This design comes from an exercise in tuning for small area, a short achievable clock period and few clock cycles per item on the open sky130 flow, not from production work.
At most, simulation tests tie the RTL to the original design; equivalence was not proved.
No functional check of the RTL was part of run 1.
Power and IR drop assume default switching activity.

==> design/flow/design.v <==
`default_nettype none
package pil_pkg;
    localparam int LIST_DEPTH = 16;
    localparam int POS_W   = 8;
    localparam int VAL_W   = 32;
    localparam int OCNT_W  = 9;
    localparam int IDX_W   = (LIST_DEPTH > 1) ? $clog2(LIST_DEPTH) : 1;
    localparam int CNT_W   = $clog2(LIST_DEPTH + 1);
    typedef enum logic {
        CMD_INSERT = 1'b0,
        CMD_READ   = 1'b1
    } t_cmd;
    typedef enum logic [1:0] {
        ST_OK     = 2'd0,
        ST_BEYOND = 2'd1,
        ST_FULL   = 2'd2,
        ST_RANGE  = 2'd3
    } t_status;
    typedef struct packed {
        t_cmd                     command;
        logic signed [VAL_W-1:0]  value;
        logic [POS_W-1:0]         position;
    } t_in_beat;
    typedef struct packed {
        t_status                  status;
        logic signed [VAL_W-1:0]  read_value;
        logic [OCNT_W-1:0]        element_count;
        logic signed [VAL_W-1:0]  element_sum;
    } t_out_beat;
    typedef struct packed {
        logic                     insert_en;
        logic [POS_W-1:0]         position;
        logic [VAL_W-1:0]         value;
    } t_cell_ctl;
endpackage
`default_nettype wire
`default_nettype none
import pil_pkg::*;
module pil_cell
(
    input  wire logic                      i_clk,
    input  wire logic                      i_load,
    input  wire logic                      i_shift,
    input  wire logic                      i_hold,
    input  wire logic [pil_pkg::VAL_W-1:0] i_value,
    input  wire logic [pil_pkg::VAL_W-1:0] i_prev,
    output logic [pil_pkg::VAL_W-1:0]      o_val
);
    logic [VAL_W-1:0] r_val;
    always_ff @(posedge i_clk) begin
        r_val <= ({VAL_W{i_load}}  & i_value)
               | ({VAL_W{i_shift}} & i_prev)
               | ({VAL_W{i_hold}}  & r_val);
    end
    assign o_val = r_val;
endmodule
`default_nettype wire
`default_nettype none
import pil_pkg::*;
module pil_ctrl
(
    input  wire logic                      i_clk,
    input  wire logic                      i_rst_n,
    input  wire logic                      i_accept,
    input  pil_pkg::t_in_beat              i_beat,
    output logic                           o_ins_ok,
    output logic                           o_rd_ok,
    output pil_pkg::t_status               o_status,
    output logic [pil_pkg::CNT_W-1:0]      o_count
);
    logic [CNT_W-1:0] r_count;
    logic             w_low;       
    logic             w_le;        
    logic             w_lt;        
    logic             w_full;
    logic             w_is_read;
    assign w_is_read = (i_beat.command == CMD_READ);
    assign w_low     = (i_beat.position[POS_W-1:5] == '0);
    assign w_full    = r_count[CNT_W-1];
    assign w_le      = w_low && (i_beat.position[4:0] <= r_count);
    assign w_lt      = w_low && (i_beat.position[4:0] <  r_count);
    always_comb begin
        if (w_is_read) begin
            o_status = w_lt ? ST_OK : ST_RANGE;
        end else if (!w_le) begin
            o_status = ST_BEYOND;
        end else if (w_full) begin
            o_status = ST_FULL;
        end else begin
            o_status = ST_OK;
        end
    end
    assign o_ins_ok = !w_is_read && w_le && !w_full;
    assign o_rd_ok  = w_is_read && w_lt;
    always_ff @(posedge i_clk) begin
        if (!i_rst_n) begin
            r_count <= '0;
        end else if (i_accept && o_ins_ok) begin
            r_count <= r_count + CNT_W'(1);
        end
    end
    assign o_count = r_count;
endmodule
`default_nettype wire
`default_nettype none
import pil_pkg::*;
module positional_insert_list
(
    input  wire logic      i_clk,
    input  wire logic      i_rst_n,
    input  wire logic      i_in_valid,
    output logic           o_in_stall,
    input  wire logic [40:0] i_in_data,
    output logic           o_out_valid,
    input  wire logic      i_out_stall,
    output logic [74:0]    o_out_data
);
    logic                 w_adv;
    logic                 w_accept;
    logic                 w_ins_ok;
    logic                 w_rd_ok;
    pil_pkg::t_status     w_status;
    logic [CNT_W-1:0]     w_count;
    logic                 r1_valid;
    logic                 r1_ins;
    logic                 r1_rd;
    pil_pkg::t_status     r1_status;
    logic [3:0]           r1_p;
    logic [VAL_W-1:0]     r1_val;
    logic                 w_exec_ins;
    logic [LIST_DEPTH-1:0] w_load;
    logic [LIST_DEPTH-1:0] w_shift;
    logic [LIST_DEPTH-1:0] w_hold;
    logic [LIST_DEPTH-1:0] w_rsel;
    logic [VAL_W-1:0]     w_cell_val [LIST_DEPTH];
    logic [VAL_W-1:0]     w_read;
    logic                 r2_valid;
    pil_pkg::t_status     r2_status;
    logic [VAL_W-1:0]     r2_read;
    logic [CNT_W-1:0]     r2_count;
    logic [VAL_W-1:0]     r_sum;
    assign w_adv      = !i_out_stall;
    assign o_in_stall = i_out_stall;
    assign w_accept   = w_adv && i_in_valid;
    pil_ctrl u_ctrl (
        .i_clk    (i_clk),
        .i_rst_n  (i_rst_n),
        .i_accept (w_accept),
        .i_beat   (i_in_data),
        .o_ins_ok (w_ins_ok),
        .o_rd_ok  (w_rd_ok),
        .o_status (w_status),
        .o_count  (w_count)
    );
    always_ff @(posedge i_clk) begin
        if (!i_rst_n) begin
            r1_valid <= 1'b0;
            r1_ins   <= 1'b0;
        end else if (w_adv) begin
            r1_valid <= i_in_valid;
            r1_ins   <= i_in_valid && w_ins_ok;
        end
    end
    always_ff @(posedge i_clk) begin
        if (w_adv) begin
            r1_rd     <= w_rd_ok;
            r1_status <= w_status;
            r1_p      <= i_in_data[3:0];
            r1_val    <= i_in_data[39:8];
        end
    end
    assign w_exec_ins = w_adv && r1_ins;
    for (genvar g = 0; g < LIST_DEPTH; g++) begin : g_sel
        assign w_load[g]  = w_exec_ins && (r1_p == 4'(g));
        assign w_shift[g] = w_exec_ins && (r1_p <  4'(g));
        assign w_hold[g]  = !(w_exec_ins && (r1_p <= 4'(g)));
        assign w_rsel[g]  = w_adv && r1_rd && (r1_p == 4'(g));
    end
    for (genvar g = 0; g < LIST_DEPTH; g++) begin : g_cell
        pil_cell u_cell (
            .i_clk   (i_clk),
            .i_load  (w_load[g]),
            .i_shift (w_shift[g]),
            .i_hold  (w_hold[g]),
            .i_value (r1_val),
            .i_prev  ((g == 0) ? r1_val : w_cell_val[(g == 0) ? 0 : g-1]),
            .o_val   (w_cell_val[g])
        );
    end
    always_comb begin
        w_read = {VAL_W{!w_adv}} & r2_read;
        for (int i = 0; i < LIST_DEPTH; i++) begin
            w_read = w_read | ({VAL_W{w_rsel[i]}} & w_cell_val[i]);
        end
    end
    always_ff @(posedge i_clk) begin
        if (!i_rst_n) begin
            r2_valid <= 1'b0;
            r_sum    <= '0;
        end else begin
            if (w_adv) begin
                r2_valid <= r1_valid;
            end
            if (w_exec_ins) begin
                r_sum <= r_sum + r1_val;
            end
        end
    end
    always_ff @(posedge i_clk) begin
        r2_read <= w_read;
        if (w_adv) begin
            r2_status <= r1_status;
            r2_count  <= w_count;
        end
    end
    assign o_out_valid = r2_valid;
    assign o_out_data  = {r2_status, r2_read, OCNT_W'(r2_count), r_sum};
endmodule
`default_nettype wire
==> design/flow/run.sh <==
#!/bin/bash
# synth_recipe.tcl (not shown) runs the flow's synth.tcl, then flattens the netlist and writes it again
# the make line also repeats each setting of config.mk as NAME=value (left out here)
make -C /OpenROAD-flow-scripts/flow DESIGN_CONFIG=/design/flow/config.mk WORK_HOME=/design/flow/orfs CLKGATE_MAP_FILE= SYNTH_SCRIPT=/design/flow/synth_recipe.tcl finish
==> design/flow/config.mk <==
export PLATFORM = sky130hd
export DESIGN_NAME = positional_insert_list
export DESIGN_NICKNAME = positional_insert_list
export VERILOG_FILES = /design/flow/design.v
export SDC_FILE = /design/flow/constraint.sdc
export NUM_CORES = 4
export LEC_CHECK = 0
export CAP_MARGIN = 20
export CORE_MARGIN = 2
export CORE_UTILIZATION = 40
export PLACE_DENSITY = 0.6
export SETUP_SLACK_MARGIN = 1.3
export SLEW_MARGIN = 20
==> design/flow/constraint.sdc <==
create_clock -name core_clock -period 3.8 [get_ports {i_clk}]
set_input_delay 0.7600 -clock core_clock [delete_from_list [all_inputs] [get_ports {i_clk}]]
set_output_delay 0.7600 -clock core_clock [all_outputs]
set_load 0.01 [all_outputs]
==> results of run 1 <==
==> critical path: stages, from the launching register on <==
cell	delay [ps]
edfxtp_1	410
buf_12	150
ha_4	150
inv_2	50
fa_2	210
nor2b_4	60
o31ai_4	250
a31oi_4	160
a221oi_4	390
buf_4	180
o211ai_1	110
a31oi_1	280
xor2_1	170
o21ai_1	60
and2_1	170
==> sequential cells by signal, summed over array words and instances, names as in the netlist, 2 cells and up, named ones only <==
| name | count |
|---|---|
| r2_read | 32 |
| u_ctrl.r_count | 5 |
| r2_status | 2 |
| g_cell.u_cell.r_val | 480 |
| r2_count | 5 |
| r_sum | 32 |
| r1_status | 2 |
| r1_p | 4 |
| r1_val | 32 |
==> placed cells by master (no fill, tap or decap), types with 8 or more instances in the layout <==
cell type	n
nor2_1	104
a21oi_1	91
clkbuf_1	13
o31ai_1	34
o22ai_1	65
o21a_1	9
nand2_1	187
a31oi_1	35
nand3_1	63
xor2_1	9
and3_1	15
ha_1	34
o21ai_0	56
a222oi_1	385
a221oi_1	40
a22oi_1	144
nand2b_1	36
buf_12	31
clkdlybuf4s50_1	114
buf_4	163
dfxtp_1	551
and2_1	18
nand4_1	10
inv_1	370
nor3_2	11
a22o_1	33
clkinv_2	11
a21boi_0	8
o21ai_1	13
nor2_4	20
edfxtp_1	78
mux2i_1	37
xnor2_1	13
nor2b_1	8
clkbuf_16	71
clkbuf_8	12
==> power breakdown <==
part	internal [mW]	switching, mW
clock	3.86	2.78
sequential	6.85	0.148
combinational	0.285	0.516
==> area by class of cell <==
type | instances | area, um2
fillers | 6092 | 34300
inverters | 372 | 1400
repair buffers | 317 | 3110
clock inverters | 22 | 201
multi-input cells | 1585 | 11800
flip-flops and latches | 630 | 13400
clock buffers | 96 | 1990
well taps | 873 | 1090
diodes | 1 | 2.50
==> worst paths after layout <==
check               startpoint           end  slack (ps)  depth (start not counted)
setup / recovery     r1_val[0]     r_sum[22]         890                         14
hold / removal    i_in_data[1]       r1_p[1]         380                          1
setup reg to reg     r1_val[0]     r_sum[22]         890                         14
hold reg to reg   r1_status[1]  r2_status[1]         440                          0
==> cell families after synthesis <==
| family | Yosys count |
|---|---|
| AO/OA/AOI/OAI | 962 |
| buffers and inverters | 646 |
| multiplexers | 39 |
| AND/OR/NAND/NOR | 516 |
| other | 1 |
| flip-flops | 630 |
| XOR/XNOR | 23 |
| adder cells (fa/ha/maj) | 38 |
==> repair_timing <==
action | 4_1_cts | 5_1_grt
setup buffers | 45 | 17
pin swaps | 23 | 16
setup endpoints to repair | 242 | 174
cloned | 4 | 0
resized for setup | 26 | 29
==> routing by layer <==
layer	wire length, um	vias to the layer above	track usage
li1	-	11163	-
met1	41500	12726	0.387
met2	50600	2094	0.501
met3	14700	589	0.0773
met4	8700	0	0.215
met5	0	-	0
==> metrics.md, run 1 <==
| Metric | Value |
|---|---|
| Register bit total from synthesis | 630 |
| DRT iter0 DRCs | 5331 |
| Actual slew at the worst max-slew pin | 1280 ps |
| Final WS setup | 889 ps |
| Cts hold-fix bufs | 0 |
| Setup Skew | 27.0 ps |
| Fin cells | around 3900 |
| Required @ worst endpoint | about 4300 ps |
| Clock transition at the registers of the reported paths | 60 ps |
| Cells after Synth | 2855 |
| Final Hold Viols | 0 |
| Io pins | roughly 120 |
| MaxCap Viol Count | 0 |
| # setup viols final | 0 |
| Pwr dens | 438 nW/um2 |
| Tot Pwr | 14.4 mW |
| Slew HR | 0.147 |
| Synth Area in Adders | 0.0178 |
| Seq/Total Area, Yosys | 0.492 |
| Largest family of logic cells by synthesized area | compound AO/OA/AOI/OAI gates |
| Post-synth EDFFs | 78 |
| Status | timing/DRC/antenna clean |
| Synth top area share | 0.406 |
| First-pass GRT wire length | 168000 um |
| CTS tree | done |
| Layout cells sized above 1 | 0.132 |
| Mean area per synthesized cell | 9.53 um2 |
| Crit end category | flip-flop |
| Post-Place Cells | 3711 |
| Initial Util | 0.404 |
| Port Buffers | 117 |
| Placer Congestion | 0.925 |
| Synth warn | 4 |
| Leakage power | 14.9 nW |
| Largest net degree at the start of global routing | between 100 and 150 |
| Synth area leader | dfxtp_1 |
| Final #Nets | 3058 |
| Worst skew pair latency | slightly above 600 ps |
| Core Util, Final | 0.490 |
| Layout area overhead | 21.3% |
| Post-synthesis simple-gate area fraction | 0.0872 |
| Top_reg_cell synth | dfxtp_1 |
| Pre-CTS setup slack | a little under 600 ps |
| Crit path time final | 2910 ps |
| Initial antenna violation count | 2 |
| CP max FO | 3 |
| Worst setup SP type | flip-flop |
| Async S/R FF share, synth | 0 |
| H-tree levels | 3 |
| # DRC | 0 |
| Final Instance Area | roughly 33000 um2 |
| Routed Antenna Nets | 0 |
| Compound-Gate Fraction of Synth Area | 0.289 |
| Fmax | 344 MHz |
| Slew Limit Fails | 0 |
| Netlist Area Pre-Place | 27200 um2 |
| Core Box Area | 67300 um2 |
| Setup_tns | 0 ps |
| Final period util | 0.766 |
| Root Buffer | clkbuf_16 |
| Vias in the first global route | 25657 |
| Multiplexer area fraction after synthesis | 0.0149 |
| Fin Hold WS | ~380 ps |
| Post-synth cell types | 63 |
| CTS Buf Count | 69 |
| Crit Path Class | flip-flop to flip-flop |
| Synth Area in XOR/XNOR | 0.00740 |
| Die area | 70100 um2 |
| Post-DP Area | between 20000 and 30000 um2 |
| Die width | 265 um |
| Global route overflow | 0 |
| Worst hold path class | input port to flip-flop |
| Tot GR Track Use | 0.319 |
| Arrival time of the worst setup path | about 3400 ps |
| Post-DP HPWL | 69000 um |
| Vias | 26572 |
| Commonest cells post-synth | dfxtp_1 (552), a222oi_1 (385), inv_1 (372) |
| WL per Instance | roughly 30 um |
| Top cells by area, synth | dfxtp_1 (41%), a222oi_1 (14%), edfxtp_1 (8.6%) |
| Row cnt | 95 |
| Overall die height | ~260 um |
| Clk sinks | 630 |
| Final WL | 115000 um |
| VDD IR-drop max | about 0.00033 V |
| Vias/cell | 6.82 |
| Most numerous cell in the Yosys netlist | dfxtp_1 |
| Unrepaired setup endpoints after global routing | yes |
| DR pass1 iterations | 13 |
| CTS max path bufs | 3 |
==> run 2: changes to the inputs <==
--- a/design/flow/design.v
+++ b/design/flow/design.v
@@ -67,7 +67,13 @@
     output logic                           o_rd_ok,
     output pil_pkg::t_status               o_status,
-    output logic [pil_pkg::CNT_W-1:0]      o_count
+    output logic [pil_pkg::CNT_W-1:0]      o_count,
+    output logic [pil_pkg::VAL_W/2-1:0]    o_sum_lo,
+    output logic                           o_carry
 );
+    localparam int H = VAL_W / 2;
     logic [CNT_W-1:0] r_count;
+    logic [CNT_W-1:0] w_count_inc;
+    logic [H-1:0]     r_sum_lo;
+    logic [H:0]       w_add_lo;
     logic             w_low;       
     logic             w_le;        
@@ -93,12 +99,18 @@
     assign o_ins_ok = !w_is_read && w_le && !w_full;
     assign o_rd_ok  = w_is_read && w_lt;
+    assign w_count_inc = r_count + CNT_W'(1);
+    assign w_add_lo    = {1'b0, r_sum_lo} + {1'b0, i_beat.value[H-1:0]};
     always_ff @(posedge i_clk) begin
         if (!i_rst_n) begin
-            r_count <= '0;
+            r_count  <= '0;
+            r_sum_lo <= '0;
         end else if (i_accept && o_ins_ok) begin
-            r_count <= r_count + CNT_W'(1);
-        end
-    end
-    assign o_count = r_count;
+            r_count  <= w_count_inc;
+            r_sum_lo <= w_add_lo[H-1:0];
+        end
+    end
+    assign o_count  = r_count;
+    assign o_sum_lo = r_sum_lo;
+    assign o_carry  = w_add_lo[H];
 endmodule
 `default_nettype wire
@@ -122,4 +134,6 @@
     pil_pkg::t_status     w_status;
     logic [CNT_W-1:0]     w_count;
+    logic [VAL_W/2-1:0]   w_sum_lo;
+    logic                 w_carry;
     logic                 r1_valid;
     logic                 r1_ins;
@@ -128,4 +142,5 @@
     logic [3:0]           r1_p;
     logic [VAL_W-1:0]     r1_val;
+    logic                 r1_carry;
     logic                 w_exec_ins;
     logic [LIST_DEPTH-1:0] w_load;
@@ -139,5 +154,6 @@
     logic [VAL_W-1:0]     r2_read;
     logic [CNT_W-1:0]     r2_count;
-    logic [VAL_W-1:0]     r_sum;
+    logic [VAL_W/2-1:0]   r2_sum_lo;
+    logic [VAL_W/2-1:0]   r_sum_hi;
     assign w_adv      = !i_out_stall;
     assign o_in_stall = i_out_stall;
@@ -151,5 +167,7 @@
         .o_rd_ok  (w_rd_ok),
         .o_status (w_status),
-        .o_count  (w_count)
+        .o_count  (w_count),
+        .o_sum_lo (w_sum_lo),
+        .o_carry  (w_carry)
     );
     always_ff @(posedge i_clk) begin
@@ -168,4 +186,5 @@
             r1_p      <= i_in_data[3:0];
             r1_val    <= i_in_data[39:8];
+            r1_carry  <= w_carry;
         end
     end
@@ -197,5 +216,5 @@
         if (!i_rst_n) begin
             r2_valid <= 1'b0;
-            r_sum    <= '0;
+            r_sum_hi <= '0;
         end else begin
             if (w_adv) begin
@@ -203,5 +222,5 @@
             end
             if (w_exec_ins) begin
-                r_sum <= r_sum + r1_val;
+                r_sum_hi <= r_sum_hi + r1_val[VAL_W-1:VAL_W/2] + (VAL_W/2)'(r1_carry);
             end
         end
@@ -212,8 +231,9 @@
             r2_status <= r1_status;
             r2_count  <= w_count;
+            r2_sum_lo <= w_sum_lo;
         end
     end
     assign o_out_valid = r2_valid;
-    assign o_out_data  = {r2_status, r2_read, OCNT_W'(r2_count), r_sum};
+    assign o_out_data  = {r2_status, r2_read, OCNT_W'(r2_count), r_sum_hi, r2_sum_lo};
 endmodule
 `default_nettype wire
--- a/design/flow/config.mk
+++ b/design/flow/config.mk
@@ -10,4 +10,4 @@
 export CORE_UTILIZATION = 40
 export PLACE_DENSITY = 0.6
-export SETUP_SLACK_MARGIN = 1.3
+export SETUP_SLACK_MARGIN = 1.5
 export SLEW_MARGIN = 20
==> run 2 against run 1 <==
  * Global-route usage down 1.8 points
  * Sequential share of layout area increased by 0.17 points
  * Sequential power increased by 4.4%
  * Largest cell class unchanged
  * Still clean
  * Cell area grew 3.4%
  * Flip-flop and latch count up 17
  * Critical endpoint is now r_sum_hi[10]
  * Final cell count increased by 1.1%
  * First-iteration DRC count is 8.1% lower
  * Wire length is 2.6% lower
  * Highest routed layer unchanged
  * Die area rose by 2.1%
==> metrics.md, run 2 <==
| Metric | Value |
|---|---|
| Port Buffers | 117 (unchanged) |
| Worst setup SP type | flip-flop |
| Post-synth cell types | 66 (+4.8%) |
| Register bit total from synthesis | 647 (+2.7%) |
| Io pins | 122 (unchanged) |
| Layout cells sized above 1 | 0.142 (+0.00969) |
| # setup viols final | 0 (unchanged) |
| Placer Congestion | 0.915 (-1.1%) |
| Vias/cell | 6.66 (-2.4%) |
| Required @ worst endpoint | 4290 ps (-20 ps) |
| Most flop-heavy register | g_cell.u_cell.r_val |
| Final WL | 112000 um (-2.6%) |
| Cells after Synth | 2822 (-1.2%) |
| Initial Util | 0.404 (about the same) |
| DR pass1 iterations | 12 (-1) |
| Post-DP Area | 30400 um2 (+1.3%) |
| Initial antenna violation count | 3 (+1) |
| Commonest cells post-synth | dfxtp_1 (552), a222oi_1 (382), inv_1 (370) |
| Leakage power | 15.9 nW (+7.1%) |
| CTS Buf Count | 72 (+4.3%) |
| Worst hold path class | input port to flip-flop |
| CP max FO | 3 (unchanged) |
| Ant diodes | 0 (-1) |
| Crit path time final | 2670 ps (-240 ps) |
| MaxCap Viol Count | 0 (unchanged) |
| Top_reg_cell synth | dfxtp_1 |
| Worst skew pair latency | 620 ps (about the same) |
| Row cnt | 96 (+1.1%) |
| Seq/Total Area, Yosys | 0.500 (+0.00804) |
| Synth top area share | 0.398 (-0.00852) |
| Final period util | 0.703 (-0.0632) |
| Actual slew at the worst max-slew pin | 883 ps (-396 ps) |
| Synth area leader | dfxtp_1 |
| Cts hold-fix bufs | 0 (unchanged) |
| Biggest regs | g_cell.u_cell.r_val x480, r1_val x32, r2_read x32 |
| Die area | 71600 um2 (+2.1%) |
| Most frequent cells in the layout | dfxtp_1 (545), a222oi_1 (382), inv_1 (366) |
| Met1 Use GR | 0.377 (-0.0100) |
| GR Util met3 | 0.0727 (-0.00456) |
| Vias in the first global route | 25226 (-1.7%) |
| Overall die height | 268 um (+1.0%) |
| Largest net degree at the start of global routing | 129 (+13%) |
| Fmax | 374 MHz (+9.0%) |
| Layout area overhead | 22.8% |
| Post-synth EDFFs | 95 (+22%) |
| Status | timing/DRC/antenna clean |
| Die width | 268 um (+1.0%) |
| CTS max path bufs | 3 (unchanged) |
| Most numerous cell in the Yosys netlist | dfxtp_1 |
| Fill count | 6226 (+2.2%) |
| Unrepaired setup endpoints after global routing | yes |
| Final Instance Area | 34100 um2 (+3.4%) |
| DRT iter0 DRCs | 4901 (-8.1%) |
| Tot Pwr | 15.2 mW (+5.2%) |
| Netlist Area Pre-Place | 27800 um2 (+2.1%) |
| Commonest non-fill, non-tap cell in the layout | dfxtp_1 |
| Slew HR | 0.412 (+0.264) |
| Routed Antenna Nets | 0 (unchanged) |
| Fin Hold WS | 381 ps (+1.93 ps) |
| Clk sinks | 647 (+2.7%) |
| Crit end category | flip-flop |
| Clock transition at the registers of the reported paths | 60 ps (about the same) |
| Slew Limit Fails | 0 (unchanged) |
| Tot GR Track Use | 0.301 (-0.0180) |
| Mean area per synthesized cell | 9.85 um2 (+3.3%) |
| Pwr dens | 445 nW/um2 (+1.7%) |
| Final Hold Viols | 0 (unchanged) |
| Max reg flops | 480 (unchanged) |
| Final #Nets | 3034 (-0.78%) |
| Post-DP HPWL | 65500 um (-5.0%) |
| Root Buffer | clkbuf_16 |
| Arrival time of the worst setup path | 3160 ps (-260 ps) |
| Async S/R FF share, synth | 0 (unchanged) |
| Setup_tns | 0 ps (unchanged) |
| WL per Instance | 28.6 um (-3.6%) |
| CTS tree | done |
| Grt met2 use | 0.476 (-0.0256) |
| Synth warn | 4 (unchanged) |
| H-tree levels | 3 (unchanged) |
| Top cells by area, synth | dfxtp_1 (40%), a222oi_1 (14%), edfxtp_1 (10%) |
| Core Box Area | 68700 um2 (+2.1%) |
| # DRC | 0 (unchanged) |
| Crit Path Class | flip-flop to flip-flop |
| VDD IR-drop max | 0.000279 V (-15%) |
| Global route overflow | 0 (unchanged) |
| Vias | 26220 (-1.3%) |
| Setup Skew | 21.1 ps (-5.92 ps) |
| Grt peak-use layer | met2 |
| First-pass GRT wire length | 162000 um (-3.5%) |
==> run 2: cell types whose count changed after synthesis, moves of 32 or more <==
| cell | change |
|---|---|
| a221o_1 | +32 |
| a22oi_1 | +90 |
| buf_2 | +41 |
| clkbuf_1 | -50 |
| nor2_1 | -61 |
| o21ai_0 | +43 |
| o22ai_1 | -65 |
| o31ai_1 | -32 |
==> run 2: worst paths after layout <==
check	from	endpoint	slack, ps	cells after the start
worst max register to register	r1_val[16]	r_sum_hi[10]	1130	10
worst max-delay path	r1_val[16]	r_sum_hi[10]	1130	10
worst min register to register	r1_status[1]	r2_status[1]	440	0
worst min-delay path	i_in_data[0]	r1_p[0]	380	1
==> run 2: area by class of cell <==
class / instances / area (um2) / area share
well taps: 931 / 1160 / 0.0341
inverters: 371 / 1400 / 0.0410
clock buffers: 112 / 2200 / 0.0644
repair buffers: 318 / 3290 / 0.0963
flip-flops and latches: 647 / 13900 / 0.408
clock inverters: 18 / 198 / 0.00579
multi-input cells: 1540 / 12000 / 0.351
==> run 2: critical path: stages (launching register included) <==
cell	delay (ps)
edfxtp_1	510
inv_4	160
fa_2	230
inv_2	40
fa_2	330
a21o_1	190
a311o_1	390
a21o_1	200
a41oi_2	170
nor4_2	60
a311o_1	280
==> run 2: kinds of logic after synthesis <==
group                    count (synthesis)  share of synthesized area
adder cells (fa/ha/maj)                 39                     0.0184
other                                    1                   0.000135
AO/OA/AOI/OAI                          938                      0.274
XOR/XNOR                                15                    0.00473
buffers and inverters                  639                     0.0923
flip-flops                             647                      0.500
AND/OR/NAND/NOR                        475                     0.0852
multiplexers                            68                     0.0245
==> run 2: per-stage QoR <==
| step | setup slack [ps] | util | instances |
|---|---|---|---|
| after floorplan | 1050 | - | 2825 |
| after global routing | 1040 | 0.497 | 3937 |
| final | 1130 | 0.497 | 3937 |
| after CTS | 1170 | 0.490 | 3916 |
| after global placement | 550 | 0.441 | 3708 |
| after detailed placement | 543 | 0.442 | 3710 |
==> run 2: where the power goes <==
part	total [mW]	switching [mW]	internal [mW]
registers	7.31	0.220	7.09
clock network	7.08	2.89	4.19
logic	0.792	0.456	0.336
==> run 2: layer usage <==
metal / vias up / wire [um]
li1: 11146 / -
met1: 12695 / 41600
met2: 1897 / 49900
met3: 482 / 14000
met4: 0 / 6930
met5: - / 0
==> run 2: what timing repair did <==
| action | CTS | global route |
|---|---|---|
| pin swaps | 32 | 30 |
| setup buffers | 74 | 18 |
| endpoints found under the setup margin | 459 | 269 |
| gates cloned | 2 | 3 |
| gates resized for setup | 117 | 58 |
Testbench counts of run 2, summed over its fixed seeds: cycles 16,640, items 16,384.
==> run 3: changes to the inputs <==
--- a/design/flow/design.v
+++ b/design/flow/design.v
@@ -68,12 +68,15 @@
     output pil_pkg::t_status               o_status,
     output logic [pil_pkg::CNT_W-1:0]      o_count,
-    output logic [pil_pkg::VAL_W/2-1:0]    o_sum_lo,
-    output logic                           o_carry
+    output logic [pil_pkg::VAL_W-1:0]      o_sum
 );
-    localparam int H = VAL_W / 2;
+    localparam int C = 8;
+    localparam int N = VAL_W / C;
     logic [CNT_W-1:0] r_count;
     logic [CNT_W-1:0] w_count_inc;
-    logic [H-1:0]     r_sum_lo;
-    logic [H:0]       w_add_lo;
+    logic [VAL_W-1:0] r_acc;
+    logic [N-1:1]     r_pend;
+    logic [VAL_W-1:0] w_acc_add;
+    logic [N-1:0]     w_cout;
+    logic [VAL_W-1:0] w_pend_vec;
     logic             w_low;       
     logic             w_le;        
@@ -100,17 +103,33 @@
     assign o_rd_ok  = w_is_read && w_lt;
     assign w_count_inc = r_count + CNT_W'(1);
-    assign w_add_lo    = {1'b0, r_sum_lo} + {1'b0, i_beat.value[H-1:0]};
+    for (genvar k = 0; k < N; k++) begin : g_chunk
+        logic w_cin;
+        if (k == 0) begin : g_first
+            assign w_cin = 1'b0;
+        end else begin : g_rest
+            assign w_cin = r_pend[k];
+        end
+        assign {w_cout[k], w_acc_add[k*C +: C]} =
+            {1'b0, r_acc[k*C +: C]} + {1'b0, i_beat.value[k*C +: C]} + (C+1)'(w_cin);
+    end
     always_ff @(posedge i_clk) begin
         if (!i_rst_n) begin
-            r_count  <= '0;
-            r_sum_lo <= '0;
+            r_count <= '0;
+            r_acc   <= '0;
+            r_pend  <= '0;
         end else if (i_accept && o_ins_ok) begin
-            r_count  <= w_count_inc;
-            r_sum_lo <= w_add_lo[H-1:0];
-        end
-    end
-    assign o_count  = r_count;
-    assign o_sum_lo = r_sum_lo;
-    assign o_carry  = w_add_lo[H];
+            r_count <= w_count_inc;
+            r_acc   <= w_acc_add;
+            r_pend  <= w_cout[N-2:0];
+        end
+    end
+    always_comb begin
+        w_pend_vec = '0;
+        for (int k = 1; k < N; k++) begin
+            w_pend_vec[k*C] = r_pend[k];
+        end
+    end
+    assign o_count = r_count;
+    assign o_sum   = r_acc + w_pend_vec;
 endmodule
 `default_nettype wire
@@ -134,6 +153,5 @@
     pil_pkg::t_status     w_status;
     logic [CNT_W-1:0]     w_count;
-    logic [VAL_W/2-1:0]   w_sum_lo;
-    logic                 w_carry;
+    logic [VAL_W-1:0]     w_sum;
     logic                 r1_valid;
     logic                 r1_ins;
@@ -142,5 +160,4 @@
     logic [3:0]           r1_p;
     logic [VAL_W-1:0]     r1_val;
-    logic                 r1_carry;
     logic                 w_exec_ins;
     logic [LIST_DEPTH-1:0] w_load;
@@ -154,6 +171,5 @@
     logic [VAL_W-1:0]     r2_read;
     logic [CNT_W-1:0]     r2_count;
-    logic [VAL_W/2-1:0]   r2_sum_lo;
-    logic [VAL_W/2-1:0]   r_sum_hi;
+    logic [VAL_W-1:0]     r2_sum;
     assign w_adv      = !i_out_stall;
     assign o_in_stall = i_out_stall;
@@ -168,6 +184,5 @@
         .o_status (w_status),
         .o_count  (w_count),
-        .o_sum_lo (w_sum_lo),
-        .o_carry  (w_carry)
+        .o_sum    (w_sum)
     );
     always_ff @(posedge i_clk) begin
@@ -186,5 +201,4 @@
             r1_p      <= i_in_data[3:0];
             r1_val    <= i_in_data[39:8];
-            r1_carry  <= w_carry;
         end
     end
@@ -216,12 +230,8 @@
         if (!i_rst_n) begin
             r2_valid <= 1'b0;
-            r_sum_hi <= '0;
         end else begin
             if (w_adv) begin
                 r2_valid <= r1_valid;
             end
-            if (w_exec_ins) begin
-                r_sum_hi <= r_sum_hi + r1_val[VAL_W-1:VAL_W/2] + (VAL_W/2)'(r1_carry);
-            end
         end
     end
@@ -231,9 +241,9 @@
             r2_status <= r1_status;
             r2_count  <= w_count;
-            r2_sum_lo <= w_sum_lo;
+            r2_sum    <= w_sum;
         end
     end
     assign o_out_valid = r2_valid;
-    assign o_out_data  = {r2_status, r2_read, OCNT_W'(r2_count), r_sum_hi, r2_sum_lo};
+    assign o_out_data  = {r2_status, r2_read, OCNT_W'(r2_count), r2_sum};
 endmodule
 `default_nettype wire
==> design/flow/flow/run.sh (new file) <==
#!/bin/bash
# The standard layout (standard.sh: standard synthesis, then the ORFS
# flow to finish), with one change: the buffers that buffer_ports puts on
# every input and output port are sky130_fd_sc_hd__buf_2 cells instead of the
# delay cells the resizer picks by default. Every port still gets its buffer.
# The make output goes to standard.log here; the ORFS tools' own logs stay
# under orfs/logs/.
set -euo pipefail
bash standard.sh 'BUFFER_PORTS_ARGS=-buffer_cell sky130_fd_sc_hd__buf_2' finish > standard.log 2>&1
==> design/flow/standard.sh (new file) <==
#!/bin/bash
# synth_recipe.tcl (not shown) runs the flow's synth.tcl, then flattens the netlist and writes it again
# the make line also repeats each setting of config.mk as NAME=value (left out here)
make -C /OpenROAD-flow-scripts/flow DESIGN_CONFIG=/design/flow/config.mk WORK_HOME=/design/flow/orfs CLKGATE_MAP_FILE= SYNTH_SCRIPT=/design/flow/synth_recipe.tcl "${@:-finish}"
--- a/design/flow/config.mk
+++ b/design/flow/config.mk
@@ -9,4 +9,6 @@
 export CORE_MARGIN = 2
 export CORE_UTILIZATION = 40
+export CTS_CLUSTER_DIAMETER = 100
+export CTS_CLUSTER_SIZE = 30
 export PLACE_DENSITY = 0.6
 export SETUP_SLACK_MARGIN = 1.5
removed: design/flow/run.sh
==> run 3 against run 2 <==
  * Still clean on timing, DRC and antenna
  * Synthesized area rose by 1.9%
  * Cell area fell by 4.8%
  * Worst setup slack improved by 310 ps
  * Clock skew rose by 4.5 ps
  * Global-route usage rose by 1.0 points
  * Fmax rose by 13%
  * Non-clock buffer count fell by 27
  * Highest routed layer is now met5
==> metrics.md, run 3 <==
| Metric | Value |
|---|---|
| MaxCap Viol Count | 0 (unchanged) |
| Top cells by area, synth | dfxtp_1 (39%), a222oi_1 (14%), edfxtp_1 (12%) |
| First-pass GRT wire length | 172000 um (+6.2%) |
| VDD IR-drop max | 0.000290 V (+3.8%) |
| # setup viols final | 0 (unchanged) |
| Final WL | 120000 um (+6.8%) |
| Seq/Total Area, Yosys | 0.509 (+0.00881) |
| Root Buffer | clkbuf_16 |
| Post-synth cell types | 71 (+7.6%) |
| Pwr dens | 381 nW/um2 (-14%) |
| Fmax | 423 MHz (+13%) |
| CP startpoint | r1_p[1] |
| Vias | 26724 (+1.9%) |
| CTS max path bufs | 3 (unchanged) |
| CP max FO | 14 (+11) |
| Fill count | 6491 (+4.3%) |
| Vias/cell | 6.88 (+3.2%) |
| Crit end category | flip-flop |
| Register bit total from synthesis | 665 (+2.8%) |
| P_sw | 3.14 mW (-12%) |
| Flop pwr share | 0.608 (+0.127) |
| Post-Place Cells | 3758 (+1.3%) |
| Post-DP HPWL | 70700 um (+7.9%) |
| Most flop-heavy register | g_cell.u_cell.r_val |
| Hold Crit Start | i_in_data[16] |
| Worst setup SP type | flip-flop |
| Unrepaired setup endpoints after global routing | yes |
| Most frequent cells in the layout | dfxtp_1 (549), a222oi_1 (384), inv_1 (379) |
| Io pins | 122 (unchanged) |
| Worst R2R Start | r1_p[1] |
| DR pass1 iterations | 14 (+2) |
| Arrival time of the worst setup path | 2950 ps (-210 ps) |
| Initial Util | 0.404 (about the same) |
| Worst r2r path cells | 6 (-4) |
| Largest net degree at the start of global routing | 97 (-25%) |
| Crit Path Class | flip-flop to flip-flop |
| Layout area overhead | 14.7% |
| Vias in the first global route | 25601 (+1.5%) |
| CTS tree | done |
| Tot Pwr | 12.4 mW (-19%) |
| Clock transition at the registers of the reported paths | 110 ps (+50 ps) |
| Row cnt | 97 (+1.0%) |
| Layout cells sized above 1 | 0.150 (+0.00770) |
| Fin cells | 3887 (-1.3%) |
| Die area | 72900 um2 (+1.9%) |
| Pint | 9.23 mW (-21%) |
| Final #Nets | 3012 (-0.73%) |
| Synth warn | 4 (unchanged) |
| CTS Buf Count | 29 (-60%) |
| Tot GR Track Use | 0.311 (+0.0102) |
| Netlist Area Pre-Place | 28300 um2 (+1.9%) |
| Global route overflow | 0 (unchanged) |
| Routed Antenna Nets | 0 (unchanged) |
| Cts hold-fix bufs | 0 (unchanged) |
| Crit path time final | 2360 ps (-308 ps) |
| Async S/R FF share, synth | 0 (unchanged) |
| Final period util | 0.622 (-0.0811) |
| Slew Limit Fails | 0 (unchanged) |
| Slew HR | 0.333 (-0.0783) |
| WL per Instance | 30.9 um (+8.1%) |
| Port Buffers | 117 (unchanged) |
| Max reg flops | 480 (unchanged) |
| Mean area per synthesized cell | 9.90 um2 (+0.56%) |
| Required @ worst endpoint | 4390 ps (+100 ps) |
| # DRC | 0 (unchanged) |
| Actual slew at the worst max-slew pin | 1000 ps (+117 ps) |
| Worst hold path class | input port to flip-flop |
| DRT iter0 DRCs | 5888 (+20%) |
| Slack of the worst reg-to-reg path | 1440 ps (+310 ps) |
| Sw frac | 0.254 (+0.0187) |
| Overall die height | 270 um (+0.92%) |
| Setup_tns | 0 ps (unchanged) |
| Power share of the combinational group | 0.056 (+0.004) |
| Clk sinks | 665 (+2.8%) |
| Hold EP | r1_val[8] |
| Core Box Area | 70000 um2 (+1.9%) |
| Setup Skew | 25.7 ps (+4.54 ps) |
| Initial antenna violation count | 2 (-1) |
| H-tree levels | 1 (-2) |
| Top_reg_cell synth | dfxtp_1 |
| Clock share of power | 0.336 (-0.131) |
| Synth area leader | dfxtp_1 |
| Commonest non-fill, non-tap cell in the layout | dfxtp_1 |
| Status | timing/DRC/antenna clean |
| R2r endpoint | g_cell[5].u_cell.r_val[16] |
| Worst skew pair latency | 650 ps (+30 ps) |
| Worst hold path depth | 1 (unchanged) |
| Synth top area share | 0.392 (-0.00521) |
| Leakage power | 14.8 nW (-7.4%) |
| Post-synth EDFFs | 110 (+16%) |
| Commonest cells post-synth | dfxtp_1 (555), a222oi_1 (384), inv_1 (381) |
| Placer Congestion | 0.905 (-1.1%) |
| Most numerous cell in the Yosys netlist | dfxtp_1 |
| Cells after Synth | 2859 (+1.3%) |
| Die width | 270 um (+0.92%) |
| Final Hold Viols | 0 (unchanged) |
## run 3: cell count changes in the layout (fill, tap and decap cells not counted), sizes merged, moves of 35 or more
cell / previous run / this run
buf: 197 / 283
o22ai: 1 / 101
nand2: 184 / 148
dlygate4sd2: 50 / 0
clkbuf: 116 / 46
clkdlybuf4s50: 55 / 0
a21oi: 77 / 112
## run 3: logic make-up (layout without fill, tap and decap cells)
group           after synthesis  after routing  synth area share
xor+xnor                     42             42            0.0130
fa+ha+maj                    45             45            0.0217
buf+inv                     650            728            0.0904
simple gates                412            415            0.0700
other cells                   1              6          0.000132
flops                       665            665             0.509
compound gates              966            968             0.268
mux                          78             78            0.0278
## run 3: critical path, cell delays in order, from the launching register on
cell and delay (ps):
edfxtp_1 500, buf_6 240, or2_2 460, a21oi_4 570
buf_4 320, a222oi_1 110, inv_1 90
## run 3: worst max path at each step
stage,endpoint,slack (ps),cells past startpoint
after CTS,r2_read[9],1480,8
after detailed placement,g_cell[4].u_cell.r_val[18],430,7
final,g_cell[5].u_cell.r_val[16],1440,6
after global routing,u_ctrl.r_acc[6],1410,9
after global placement,g_cell[10].u_cell.r_val[5],530,8
after floorplan,u_ctrl.r_pend[1],1110,6
## run 3: per-layer routing
metal  routed length (um)  track usage
met2                51300        0.479
met1                43600        0.400
met5                   12            0
met4                 8670        0.180
met3                16500       0.0709
## run 3: area by class of cell
type / count / area, um2 / area share
inverters: 383 / 1440 / 0.0444
repair buffers: 291 / 2530 / 0.0778
flip-flops and latches: 665 / 14400 / 0.444
diodes: 2 / 5.00 / 0.000154
clock inverters: 13 / 159 / 0.00489
clock buffers: 41 / 833 / 0.0257
multi-input cells: 1552 / 11900 / 0.367
well taps: 940 / 1180 / 0.0362
## run 3: power groups by stage
stage          sequential (mW)  combinational, mW  clock, mW
2_1_floorplan             7.53              0.405          0
3_3_place_gp              7.66              0.575          0
3_5_place_dp              7.66              0.586          0
4_1_cts                   7.50              0.642       4.19
5_1_grt                   7.53              0.720       4.44
6_report                  7.52              0.694       4.15
## run 3: through the flow
| step | utilization | instance area (um2) | hold WS, ps | setup WS (ps) |
|---|---|---|---|---|
| after floorplan | - | 28400 | 400 | 1110 |
| after global placement | 0.433 | 30300 | 419 | 531 |
| after detailed placement | 0.433 | 30300 | 416 | 435 |
| after CTS | 0.458 | 32000 | 288 | 1480 |
| after global routing | 0.464 | 32500 | 298 | 1410 |
| final | 0.464 | 32500 | 300 | 1440 |
## run 3: repair_timing
item | 4_1_cts | 5_1_grt
pin swaps | 20 | 24
setup buffers | 42 | 19
gates cloned | 8 | 4
setup endpoints to repair | 497 | 220
gates resized for setup | 67 | 43
hold endpoints to repair | 0 | 0
Testbench counts of run 3, summed over its fixed seeds: cycles 16,640, items 16,384.
==> run 4: changes to the inputs <==
--- a/design/flow/design.v
+++ b/design/flow/design.v
@@ -158,5 +158,6 @@
     logic                 r1_rd;
     pil_pkg::t_status     r1_status;
-    logic [3:0]           r1_p;
+    logic [LIST_DEPTH-1:0] r1_eq;      
+    logic [LIST_DEPTH-1:0] r1_gt;      
     logic [VAL_W-1:0]     r1_val;
     logic                 w_exec_ins;
@@ -186,4 +187,10 @@
         .o_sum    (w_sum)
     );
+    logic [LIST_DEPTH-1:0] w_eq;
+    logic [LIST_DEPTH-1:0] w_gt;
+    for (genvar g = 0; g < LIST_DEPTH; g++) begin : g_dec
+        assign w_eq[g] = (i_in_data[3:0] == 4'(g));
+        assign w_gt[g] = (i_in_data[3:0] <  4'(g));
+    end
     always_ff @(posedge i_clk) begin
         if (!i_rst_n) begin
@@ -199,5 +206,6 @@
             r1_rd     <= w_rd_ok;
             r1_status <= w_status;
-            r1_p      <= i_in_data[3:0];
+            r1_eq     <= w_eq;
+            r1_gt     <= w_gt;
             r1_val    <= i_in_data[39:8];
         end
@@ -205,8 +213,8 @@
     assign w_exec_ins = w_adv && r1_ins;
     for (genvar g = 0; g < LIST_DEPTH; g++) begin : g_sel
-        assign w_load[g]  = w_exec_ins && (r1_p == 4'(g));
-        assign w_shift[g] = w_exec_ins && (r1_p <  4'(g));
-        assign w_hold[g]  = !(w_exec_ins && (r1_p <= 4'(g)));
-        assign w_rsel[g]  = w_adv && r1_rd && (r1_p == 4'(g));
+        assign w_load[g]  = w_exec_ins && r1_eq[g];
+        assign w_shift[g] = w_exec_ins && r1_gt[g];
+        assign w_hold[g]  = !(w_exec_ins && (r1_eq[g] || r1_gt[g]));
+        assign w_rsel[g]  = w_adv && r1_rd && r1_eq[g];
     end
     for (genvar g = 0; g < LIST_DEPTH; g++) begin : g_cell
--- a/design/flow/config.mk
+++ b/design/flow/config.mk
@@ -9,7 +9,7 @@
 export CORE_MARGIN = 2
 export CORE_UTILIZATION = 40
-export CTS_CLUSTER_DIAMETER = 100
-export CTS_CLUSTER_SIZE = 30
+export CTS_CLUSTER_DIAMETER = 80
+export CTS_CLUSTER_SIZE = 24
 export PLACE_DENSITY = 0.6
-export SETUP_SLACK_MARGIN = 1.5
+export SETUP_SLACK_MARGIN = 1.7
 export SLEW_MARGIN = 20
==> run 4 against run 3 <==
  * Synthesized cell count up 15%
  * Total power rose by 14%
  * Sequential share of layout area is 1.5 points higher
  * Critical path depth is 3 lower
  * Worst setup slack improved by 280 ps
  * Register-to-register slack gained 280 ps
  * Combinational power increased by 47%
  * Still clean on timing, DRC and antenna
  * Clock skew shrank 0.74 ps
  * Synthesized area grew 4.2%
  * Wire length decreased by 2.8%
==> metrics.md, run 4 <==
| Metric | Value |
|---|---|
| Status | timing/DRC/antenna clean |
| CP max stage delay | 210 ps (-360 ps) |
| Io pins | 122 (unchanged) |
| Slew HR | 0.375 (+0.0420) |
| Total area of sequential cells | 15200 um2 (+5.6%) |
| Fin Hold WS | 352 ps (+51.5 ps) |
| Largest net degree at the start of global routing | 69 (-29%) |
| Routed Antenna Nets | 0 (unchanged) |
| WL per Instance | 27.3 um (-12%) |
| CP max FO | 17 (+3) |
| Fill count | 6922 (+6.6%) |
| Die area | 75900 um2 (+4.1%) |
| Most frequent cells in the layout | nand2_1 (1050), a22oi_1 (624), dfxtp_1 (544) |
| Vias/cell | 6.18 (-10%) |
| Final Hold Viols | 0 (unchanged) |
| Post-synth EDFFs | 137 (+25%) |
| Top cells by area, synth | dfxtp_1 (38%), a22oi_1 (16%), edfxtp_1 (14%) |
| Netlist Area Pre-Place | 29500 um2 (+4.2%) |
| Initial Util | 0.404 (about the same) |
| Commonest non-fill, non-tap cell in the layout | nand2_1 |
| Required @ worst endpoint | 3040 ps (-1350 ps) |
| Vias | 26476 (-0.93%) |
| DRT iter0 DRCs | 3761 (-36%) |
| Leakage power | 14.0 nW (-5.4%) |
| Max reg flops | 480 (unchanged) |
| Core Util, Final | 0.455 (-0.00884) |
| Worst r2r path cells | 6 (unchanged) |
| Most flop-heavy register | g_cell.u_cell.r_val |
| Mean area per synthesized cell | 9.01 um2 (-9.0%) |
| Most numerous cell in the Yosys netlist | nand2_1 |
| Layout cells sized above 1 | 0.134 (-0.0155) |
| # setup viols final | 0 (unchanged) |
| # DRC | 0 (unchanged) |
| Post-synth cell types | 67 (-5.6%) |
| Overall die height | 276 um (+2.0%) |
| Slew Limit Fails | 0 (unchanged) |
| CTS tree | done |
| DR pass1 iterations | 6 (-8) |
| Final WL | 117000 um (-2.8%) |
| Commonest cells post-synth | nand2_1 (1051), a22oi_1 (624), dfxtp_1 (555) |
| Final Instance Area | 33200 um2 (+2.2%) |
| Root Buffer | clkbuf_16 |
| Die width | 276 um (+2.0%) |
| First-pass GRT wire length | 168000 um (-2.3%) |
| Crit Path Class | input port to output port |
| CP max-delay cell | buf_16 |
| Final period util | 0.548 (-0.0738) |
| Post-DP Area | 31300 um2 (+3.2%) |
| Worst skew pair latency | 620 ps (-30 ps) |
| Worst setup SP type | input port |
| Synth area leader | dfxtp_1 |
| Synth warn | 4 (unchanged) |
| Global route overflow | 0 (unchanged) |
| Tot GR Track Use | 0.299 (-0.0115) |
| MaxCap Viol Count | 0 (unchanged) |
| Worst hold path class | input port to flip-flop |
| CTS max path bufs | 3 (unchanged) |
| Area of the multi-input gates | 13200 um2 (+11%) |
| Row cnt | 99 (+2.1%) |
| H-tree levels | 2 (+1) |
| Fin cells | 4283 (+10%) |
| Clk sinks | 692 (+4.1%) |
| Unrepaired setup endpoints after global routing | yes |
| CTS Buf Count | 38 (+31%) |
| Final #Nets | 3384 (+12%) |
| Crit end category | output port |
| Actual slew at the worst max-slew pin | 937 ps (-63.0 ps) |
| Cells along the critical path | buf_6 > buf_16 > buf_2 |
| Cells after Synth | 3274 (+15%) |
| Vias in the first global route | 24699 (-3.5%) |
| Pwr dens | 424 nW/um2 (+11%) |
| Placer Congestion | 0.856 (-5.4%) |
| VDD IR-drop max | 0.000288 V (-0.71%) |
| Port Buffers | 117 (unchanged) |
| Post-Place Cells | 4165 (+11%) |
| Top_reg_cell synth | dfxtp_1 |
| Layout area overhead | 12.6% |
| Clock transition at the registers of the reported paths | 90 ps (-20 ps) |
| Register bit total from synthesis | 692 (+4.1%) |
| Post-DP HPWL | 66400 um (-6.0%) |
| Crit path time final | 2080 ps (-280 ps) |
| Arrival time of the worst setup path | 1320 ps (-1630 ps) |
| Setup Skew | 24.9 ps (-0.740 ps) |
| Worst hold path depth | 1 (unchanged) |
| Synth top area share | 0.377 (-0.0157) |
| Initial antenna violation count | 3 (+1) |
| Async S/R FF share, synth | 0 (unchanged) |
| Core Box Area | 73000 um2 (+4.2%) |
| Fmax | 480 MHz (+13%) |
| Seq/Total Area, Yosys | 0.516 (+0.00710) |
| Setup_tns | 0 ps (unchanged) |
## run 4: cell count changes in the layout (fill, tap and decap cells not counted), moves of 20 or more
cell,previous run,this run
a22oi_1,203,624
a22o_1,11,52
mux2i_1,72,5
and2_2,2,30
a221oi_1,9,54
nand2_1,140,1050
a21oi_1,104,42
nor2_1,61,41
o21ai_0,105,57
o22ai_1,100,1
a222oi_1,384,4
edfxtp_1,110,137
inv_1,379,16
## run 4: final timing paths
| check | slack (ps) | to | from |
|---|---|---|---|
| setup / recovery | 1720 | o_in_stall | i_out_stall |
| hold / removal | 350 | r1_val[18] | i_in_data[26] |
| setup reg to reg | 1720 | r2_read[17] | r1_eq[13] |
| hold reg to reg | 440 | r2_status[1] | r1_status[1] |
## run 4: cells by family (layout without fill, tap and decap cells)
| group | Yosys count | in the layout | synth area share |
|---|---|---|---|
| other | 1 | 5 | 0.000127 |
| multiplexers | 5 | 5 | 0.00170 |
| AND/OR/NAND/NOR | 1282 | 1282 | 0.177 |
| XOR/XNOR | 41 | 41 | 0.0122 |
| flip-flops | 692 | 692 | 0.516 |
| adder cells (fa/ha/maj) | 45 | 45 | 0.0209 |
| buffers and inverters | 312 | 358 | 0.0469 |
| AO/OA/AOI/OAI | 896 | 896 | 0.225 |
## run 4: layer usage
metal | share of wire | global-route usage | up-vias | wire length, um
met2 | 0.43 | 0.447 | 1782 | 49900
li1 | - | - | 11721 | -
met1 | 0.40 | 0.418 | 12590 | 47000
met3 | 0.12 | 0.0591 | 379 | 14100
met5 | 0.00015 | 0 | - | 18
met4 | 0.048 | 0.135 | 4 | 5660
## run 4: critical path: cells and delay by family
kind	cells	cell delay [ps]
buf+inv	3	560
## run 4: area by class of cell
type,instances,area share
clock buffer,57,0.0346
antenna,1,0.0000754
multi-input combinational,2273,0.399
clock inverter,12,0.00422
timing repair buffer,261,0.0629
inverter,28,0.00400
tap,959,0.0361
sequential,692,0.459
## run 4: power by group
group | leakage [nW] | internal (mW) | switching (mW) | total, mW
combinational | 7.51 | 0.370 | 0.646 | 1.02
clock | 0.629 | 2.24 | 2.66 | 4.90
sequential | 5.82 | 7.78 | 0.377 | 8.16
total | 14.0 | 10.4 | 3.68 | 14.1
## run 4: through the flow
step	setup slack [ps]	power (mW)
6_report	1720	14.1
5_1_grt	1630	14.5
4_1_cts	1510	14.1
3_5_place_dp	774	9.22
3_3_place_gp	844	9.21
2_1_floorplan	1410	8.71
## run 4: timing repair
item | 4_1_cts | 5_1_grt
pin swaps | 10 | 16
cloned | 0 | 2
hold buffers | 0 | 0
buffers inserted | 37 | 9
resized for setup | 19 | 39
endpoints found under the hold margin | 0 | 0
setup endpoints to repair | 348 | 62
Testbench counts of run 4, summed over its fixed seeds: cycles 16,640, items 16,384.
==> run 5: changes to the inputs <==
--- a/design/flow/config.mk
+++ b/design/flow/config.mk
@@ -12,4 +12,4 @@
 export CTS_CLUSTER_SIZE = 24
 export PLACE_DENSITY = 0.6
-export SETUP_SLACK_MARGIN = 1.7
+export SETUP_SLACK_MARGIN = 1.6
 export SLEW_MARGIN = 20
==> run 5 against run 4 <==
  * Utilization decreased by 0.93 points
  * First-iteration DRC count fell by 9.7%
  * Non-clock buffer count shrank 39
  * Clock power down 3%
  * Synthesized area unchanged
  * Combinational power shrank 8%
  * Critical endpoint is now g_cell[10].u_cell.r_val[4]
  * Highest routed layer unchanged
==> metrics.md, run 5 <==
| Metric | Value |
|---|---|
| Slew HR | 0.435 (+0.0597) |
| Worst hold path class | input port to flip-flop |
| VDD IR-drop max | 0.000294 V (+2.4%) |
| Max reg flops | 480 (unchanged) |
| Setup_tns | 0 ps (unchanged) |
| CTS Buf Count | 39 (+2.6%) |
| Most frequent cells in the layout | nand2_1 (1051), a22oi_1 (624), dfxtp_1 (548) |
| Layout cells sized above 1 | 0.118 (-0.0164) |
| Top_reg_cell synth | dfxtp_1 |
| Mean area per synthesized cell | 9.01 um2 (unchanged) |
| # DRC | 0 (unchanged) |
| Vias/cell | 6.15 (-0.53%) |
| Clk sinks | 692 (unchanged) |
| Pwr dens | 425 nW/um2 (+0.23%) |
| Post-DP Area | 31000 um2 (-0.69%) |
| Layout area overhead | 10.3% |
| Largest net degree at the start of global routing | 66 (-4.3%) |
| Setup Skew | 31.9 ps (+7.02 ps) |
| Top cells by area, synth | dfxtp_1 (38%), a22oi_1 (16%), edfxtp_1 (14%) |
| Actual slew at the worst max-slew pin | 846 ps (-91.6 ps) |
| Pre-CTS setup slack | 982 ps (+207 ps) |
| Final period util | 0.574 (+0.0263) |
| Commonest non-fill, non-tap cell in the layout | nand2_1 |
| Placer Congestion | 0.866 (+1.3%) |
| Post-DP HPWL | 66000 um (-0.63%) |
| DR pass1 iterations | 9 (+3) |
| Port Buffers | 117 (unchanged) |
| Final WS setup | 1620 ps (-100 ps) |
| Tot GR Track Use | 0.293 (-0.00617) |
| Routed Antenna Nets | 0 (unchanged) |
| DRT iter0 DRCs | 3398 (-9.7%) |
| Fin cells | 4245 (-0.89%) |
| Synth warn | 4 (unchanged) |
| Cts hold-fix bufs | 0 (unchanged) |
| Netlist Area Pre-Place | 29500 um2 (unchanged) |
| Post-Place Cells | 4159 (-0.14%) |
| Post-synth EDFFs | 137 (unchanged) |
| Die width | 276 um (unchanged) |
| Unrepaired setup endpoints after global routing | yes |
| Cells after Synth | 3274 (unchanged) |
| Post-synth cell types | 67 (unchanged) |
| CTS max path bufs | 3 (unchanged) |
| First-pass GRT wire length | 165000 um (-1.7%) |
| # setup viols final | 0 (unchanged) |
| Crit Path Class | flip-flop to flip-flop |
| CTS tree | done |
| Slew Limit Fails | 0 (unchanged) |
| Most numerous cell in the Yosys netlist | nand2_1 |
| Initial Util | 0.404 (unchanged) |
| Required @ worst endpoint | 4360 ps (+1320 ps) |
| Final #Nets | 3347 (-1.1%) |
| Arrival time of the worst setup path | 2740 ps (+1420 ps) |
| Commonest cells post-synth | nand2_1 (1051), a22oi_1 (624), dfxtp_1 (555) |
| Die area | 75900 um2 (unchanged) |
| Final WL | 114000 um (-2.5%) |
| Status | timing/DRC/antenna clean |
| Io pins | 122 (unchanged) |
| CP max FO | 31 (+14) |
| Worst skew pair latency | 620 ps (about the same) |
| Synth top area share | 0.377 (unchanged) |
| Initial antenna violation count | 2 (-1) |
| Crit path time final | 2180 ps (+100 ps) |
| Vias | 26102 (-1.4%) |
| Worst setup SP type | flip-flop |
| Final Hold Viols | 0 (unchanged) |
| Ant diodes | 0 (-1) |
| WL per Instance | 26.8 um (-1.6%) |
| H-tree levels | 2 (unchanged) |
| Vias in the first global route | 24587 (-0.45%) |
| Global route overflow | 0 (unchanged) |
| Row cnt | 99 (unchanged) |
| Synth area leader | dfxtp_1 |
| Crit end category | flip-flop |
| Async S/R FF share, synth | 0 (unchanged) |
| Final Instance Area | 32500 um2 (-2.0%) |
| Core Box Area | 73000 um2 (unchanged) |
| Root Buffer | clkbuf_16 |
| Fmax | 458 MHz (-4.6%) |
| Leakage power | 13.6 nW (-2.3%) |
| Seq/Total Area, Yosys | 0.516 (unchanged) |
| Most flop-heavy register | g_cell.u_cell.r_val |
| Overall die height | 276 um (unchanged) |
| Clock transition at the registers of the reported paths | 100 ps (about the same) |
| Register bit total from synthesis | 692 (unchanged) |
| MaxCap Viol Count | 0 (unchanged) |
-- run 5: per-layer routing --
| layer | vias to the layer above | global-route usage | wire (um) | part of all wire |
|---|---|---|---|---|
| li1 | 11634 | - | - | - |
| met1 | 12316 | 0.407 | 46400 | 0.41 |
| met2 | 1765 | 0.432 | 47200 | 0.42 |
| met3 | 383 | 0.0726 | 14400 | 0.13 |
| met4 | 4 | 0.129 | 5750 | 0.051 |
| met5 | - | 0 | 23 | 0.00020 |
-- run 5: critical path, stage by stage, from the launching register on --
cell	delay [ps]
dfxtp_1	370
nor2b_1	140
buf_4	300
and2_2	560
buf_4	470
a22oi_1	150
nand2_1	100
-- run 5: logic make-up after synthesis --
logic type | Yosys count | share of synthesized area
AO/OA/AOI/OAI | 896 | 0.225
XOR/XNOR | 41 | 0.0122
adder cells (fa/ha/maj) | 45 | 0.0209
buffers and inverters | 312 | 0.0469
flip-flops | 692 | 0.516
multiplexers | 5 | 0.00170
other | 1 | 0.000127
AND/OR/NAND/NOR | 1282 | 0.177
-- run 5: cell type report --
| cell class | count | area (um2) |
|---|---|---|
| clock inverter | 17 | 171 |
| multi-input combinational | 2274 | 13200 |
| tap | 959 | 1200 |
| clock buffer | 53 | 1050 |
| sequential | 692 | 15200 |
| inverter | 28 | 135 |
| fill | 6973 | 40400 |
| timing repair buffer | 222 | 1570 |
-- run 5: timing repair --
item,CTS,global route
resized for setup,12,27
setup endpoints to repair,182,122
setup buffers,10,3
pin swaps,2,7
gates cloned,0,1
-- run 5: through the flow --
step,total power [mW],hold slack [ps],util
4_1_cts,13.8,330,0.444
3_5_place_dp,9.19,412,0.426
2_1_floorplan,8.71,400,-
5_1_grt,14.2,343,0.446
6_report,13.8,354,0.446
3_3_place_gp,9.19,420,0.425
-- run 5: report_power, final --
group / switching (mW) / leakage (nW) / total (mW) / internal, mW
combinational: 0.613 / 7.22 / 0.936 / 0.323
sequential: 0.379 / 5.82 / 8.16 / 7.78
clock: 2.69 / 0.595 / 4.73 / 2.03
total: 3.69 / 13.6 / 13.8 / 10.1
-- run 5: worst paths after layout --
path | to | depth (start not counted) | startpoint | slack, ps
setup / recovery | g_cell[10].u_cell.r_val[4] | 6 | r1_ins | 1620
hold / removal | r1_val[8] | 1 | i_in_data[16] | 350
setup reg to reg | g_cell[10].u_cell.r_val[4] | 6 | r1_ins | 1620
hold reg to reg | r2_status[0] | 0 | r1_status[0] | 440
==> run 6: changes to the inputs <==
--- a/design/flow/config.mk
+++ b/design/flow/config.mk
@@ -12,4 +12,4 @@
 export CTS_CLUSTER_SIZE = 24
 export PLACE_DENSITY = 0.6
-export SETUP_SLACK_MARGIN = 1.6
+export SETUP_SLACK_MARGIN = 1.8
 export SLEW_MARGIN = 20
==> run 6 against run 5 <==
  * Highest routed layer unchanged
  * Still clean
  * Die area stayed put
  * Sequential power hardly changed
  * Largest power group unchanged
  * Worst hold slack better by 18 ps
==> metrics.md, run 6 <==
| Metric | Value |
|---|---|
| Area of the multi-input gates | 13400 um2 (+1.7%) |
| Final WL | 120000 um (+5.6%) |
| Io pins | 122 (unchanged) |
| Worst r2r path cells | 10 (+4) |
| DRT iter0 DRCs | 3669 (+8.0%) |
| Setup Skew | 31.7 ps (-0.273 ps) |
| Fill count | 6943 (-0.43%) |
| First-pass GRT wire length | 169000 um (+2.1%) |
| Crit end category | output port |
| Final WS setup | 1660 ps (+40.2 ps) |
| Port Buffers | 117 (unchanged) |
| Top cells by area, synth | dfxtp_1 (38%), a22oi_1 (16%), edfxtp_1 (14%) |
| Register bit total from synthesis | 692 (unchanged) |
| Worst skew pair latency | 610 ps (about the same) |
| H-tree levels | 2 (unchanged) |
| Final Instance Area | 33500 um2 (+3.0%) |
| Worst setup SP type | input port |
| Hold EP | r1_val[8] |
| Largest net degree at the start of global routing | 69 (+4.5%) |
| Worst hold path depth | 1 (unchanged) |
| Power share of the combinational group | 0.074 (+0.006) |
| Layout cells sized above 1 | 0.147 (+0.0297) |
| Netlist Area Pre-Place | 29500 um2 (unchanged) |
| Die width | 276 um (unchanged) |
| Mean area per synthesized cell | 9.01 um2 (unchanged) |
| Top_reg_cell synth | dfxtp_1 |
| Tot Pwr | 14.0 mW (+0.95%) |
| Max reg flops | 480 (unchanged) |
| Most frequent cells in the layout | nand2_1 (1050), a22oi_1 (624), dfxtp_1 (541) |
| Pwr dens | 417 nW/um2 (-2.0%) |
| Vias/cell | 6.23 (+1.2%) |
| Crit Path Class | input port to output port |
| # DRC | 0 (unchanged) |
| Grt met2 use | 0.445 (+0.0138) |
| Synth top area share | 0.377 (unchanged) |
| Placer Congestion | 0.880 (+1.6%) |
| Sw frac | 0.261 (-0.00619) |
| Clk sinks | 692 (unchanged) |
| Clock share of power | 0.342 (about the same) |
| Ant diodes | 0 (unchanged) |
| Final #Nets | 3419 (+2.2%) |
| Most numerous cell in the Yosys netlist | nand2_1 |
| Total area of sequential cells | 15300 um2 (about the same) |
| Post-synth EDFFs | 137 (unchanged) |
| Post-Place Cells | 4178 (+0.46%) |
| Commonest non-fill, non-tap cell in the layout | nand2_1 |
| Clock transition at the registers of the reported paths | 90 ps (about the same) |
| Final period util | 0.564 (-0.0106) |
| Fmax | 467 MHz (+1.9%) |
| # setup viols final | 0 (unchanged) |
| WL per Instance | 27.8 um (+3.8%) |
| Required @ worst endpoint | 3040 ps (-1320 ps) |
| Leakage power | 14.1 nW (+3.4%) |
| Status | timing/DRC/antenna clean |
| Routed Antenna Nets | 0 (unchanged) |
| Commonest cells post-synth | nand2_1 (1051), a22oi_1 (624), dfxtp_1 (555) |
| CTS tree | done |
| Cells after Synth | 3274 (unchanged) |
| Slew Limit Fails | 0 (unchanged) |
| Met1 Use GR | 0.418 (+0.0106) |
| Worst hold path class | input port to flip-flop |
| DR pass1 iterations | 9 (unchanged) |
| CP max FO | 17 (-45%) |
| Synth warn | 4 (unchanged) |
| GR Util met3 | 0.0726 (+0.0000870) |
| Crit path time final | 2140 ps (-40.2 ps) |
| Row cnt | 99 (unchanged) |
| Tot GR Track Use | 0.302 (+0.00861) |
| Pint | 10.3 mW (+1.8%) |
| Vias in the first global route | 24733 (+0.59%) |
| Arrival time of the worst setup path | 1380 ps (-1360 ps) |
| Fin Hold WS | 372 ps (+17.7 ps) |
| Slew HR | 0.345 (-0.0903) |
| Slack of the worst reg-to-reg path | 1660 ps (+40 ps) |
| CTS Buf Count | 37 (-5.1%) |
| Hold Crit Start | i_in_data[16] |
| Initial antenna violation count | 3 (+1) |
| Most flop-heavy register | g_cell.u_cell.r_val |
| Global route overflow | 0 (unchanged) |
| Grt peak-use layer | met2 |
| Post-DP Area | 31200 um2 (+0.64%) |
| Die area | 75900 um2 (unchanged) |
| Root Buffer | clkbuf_16 |
| Actual slew at the worst max-slew pin | 983 ps (+137 ps) |
| Unrepaired setup endpoints after global routing | yes |
| Flop pwr share | 0.585 (-0.005) |
| Initial Util | 0.404 (unchanged) |
| Pre-CTS setup slack | 908 ps (-73.4 ps) |
| VDD IR-drop max | 0.000237 V (-20%) |
| P_sw | 3.64 mW (-1.4%) |
| Worst R2R Start | u_ctrl.r_acc[8] |
| Post-DP HPWL | 70700 um (+7.1%) |
| Synth area leader | dfxtp_1 |
| Fin cells | 4316 (+1.7%) |
| Final Hold Viols | 0 (unchanged) |
| Seq/Total Area, Yosys | 0.516 (unchanged) |
| Post-synth cell types | 67 (unchanged) |
| Setup_tns | 0 ps (unchanged) |
| Overall die height | 276 um (unchanged) |
| Core Util, Final | 0.459 (+0.0133) |
| R2r endpoint | u_ctrl.r_pend[2] |
| Core Box Area | 73000 um2 (unchanged) |
| CTS max path bufs | 3 (unchanged) |
| Layout area overhead | 13.6% |
| Vias | 26868 (+2.9%) |
| Async S/R FF share, synth | 0 (unchanged) |
| Cts hold-fix bufs | 0 (unchanged) |
| MaxCap Viol Count | 0 (unchanged) |
-- run 6: cell families (layout without fill, tap and decap cells) --
family,after synthesis,after routing,synth area share
muxes,5,5,0.00170
adders and majority gates,45,45,0.0209
xor gates and xnor gates,41,41,0.0122
and+or+nand+nor,1282,1285,0.177
AOI/OAI and AO/OA,896,896,0.225
other,1,4,0.000127
DFF,692,692,0.516
buffers and inverters,312,389,0.0469
-- run 6: power by group through the flow --
stage	logic, mW	registers, mW	clock network (mW)
finish	1.03	8.16	4.77
global route	1.09	8.19	5.06
CTS	0.958	8.14	4.81
detailed placement	0.861	8.35	0
floorplan	0.564	8.14	0
global placement	0.849	8.36	0
-- run 6: area by class of cell --
cell class / count / area share
clock buffers: 53 / 0.0310
clock inverters: 14 / 0.00538
inverters: 28 / 0.00396
multi-input cells: 2276 / 0.400
flip-flops and latches: 692 / 0.455
well taps: 959 / 0.0358
repair buffers: 294 / 0.0688
-- run 6: metal layers --
| metal | share of wire | vias to the layer above |
|---|---|---|
| met5 | 0.00031 | - |
| met4 | 0.059 | 6 |
| met3 | 0.13 | 478 |
| met2 | 0.42 | 1916 |
| met1 | 0.40 | 12701 |
| li1 | - | 11767 |
-- run 6: worst max path at each step --
stage	startpoint	end	slack [ps]
finish	i_out_stall	o_in_stall	1660
global route	u_ctrl.r_acc[8]	u_ctrl.r_pend[2]	1570
CTS	i_out_stall	o_in_stall	1580
detailed placement	i_in_data[2]	u_ctrl.r_acc[14]	910
global placement	i_in_data[2]	u_ctrl.r_acc[14]	950
floorplan	i_in_data[24]	u_ctrl.r_pend[3]	1410
-- run 6: worst max-delay path, stage by stage --
cell	delay, ps
buf_4	240
buf_16	210
buf_2	160
-- run 6: timing repair --
action / CTS / global route
pin swaps: 14 / 27
setup buffers: 41 / 23
gates cloned: 1 / 6
resized for setup: 50 / 76
setup endpoints to repair: 493 / 447

## what the ideal ports hide
The results above use ideal ports. As a check the final layouts listed here were re-extracted and re-timed, cells and wires unchanged.
Step 1: set_driving_cell puts a clkbuf_16 on i_clk and a buf_2 on each other input, an assumption about the parent block.
Step 2 moves the port delays by t, midway between the first and last clock arrival at a register: inputs arrive t later, outputs are due t later. That takes back most of the time a late clock gives input paths.
Slacks: no drivers / after step 1 / after step 2; pairs: no drivers / after step 1.
run | shift t [ns] | setup slack, ns | hold WS [ns] | clock arrival spread, ns | worst data-port slew with drivers (ns)
run 1 | 0.669 | 0.889 / 0.889 / 0.803 | 0.379 / 0.339 / 0.440 | 0.031 / 0.032 | 0.05
run 2 | 0.669 | 1.129 / 1.129 / 0.924 | 0.381 / 0.339 / 0.440 | 0.021 / 0.021 | 0.05
run 3 | 0.702 | 1.438 / 1.438 / 0.954 | 0.300 / 0.260 / 0.458 | 0.027 / 0.027 | 0.07
run 4 | 0.677 | 1.718 / 1.673 / 1.140 | 0.352 / 0.309 / 0.437 | 0.026 / 0.026 | 0.06
run 5 | 0.669 | 1.618 / 1.618 / 1.077 | 0.354 / 0.312 / 0.437 | 0.039 / 0.038 | 0.06
run 6 | 0.657 | 1.658 / 1.630 / 1.113 | 0.372 / 0.329 / 0.432 | 0.041 / 0.041 | 0.05
After both steps every run listed still meets setup and hold. For run 4, which loses most, drivers alone change the setup slack by -0.045 ns; drivers and shift together by -0.578 ns.
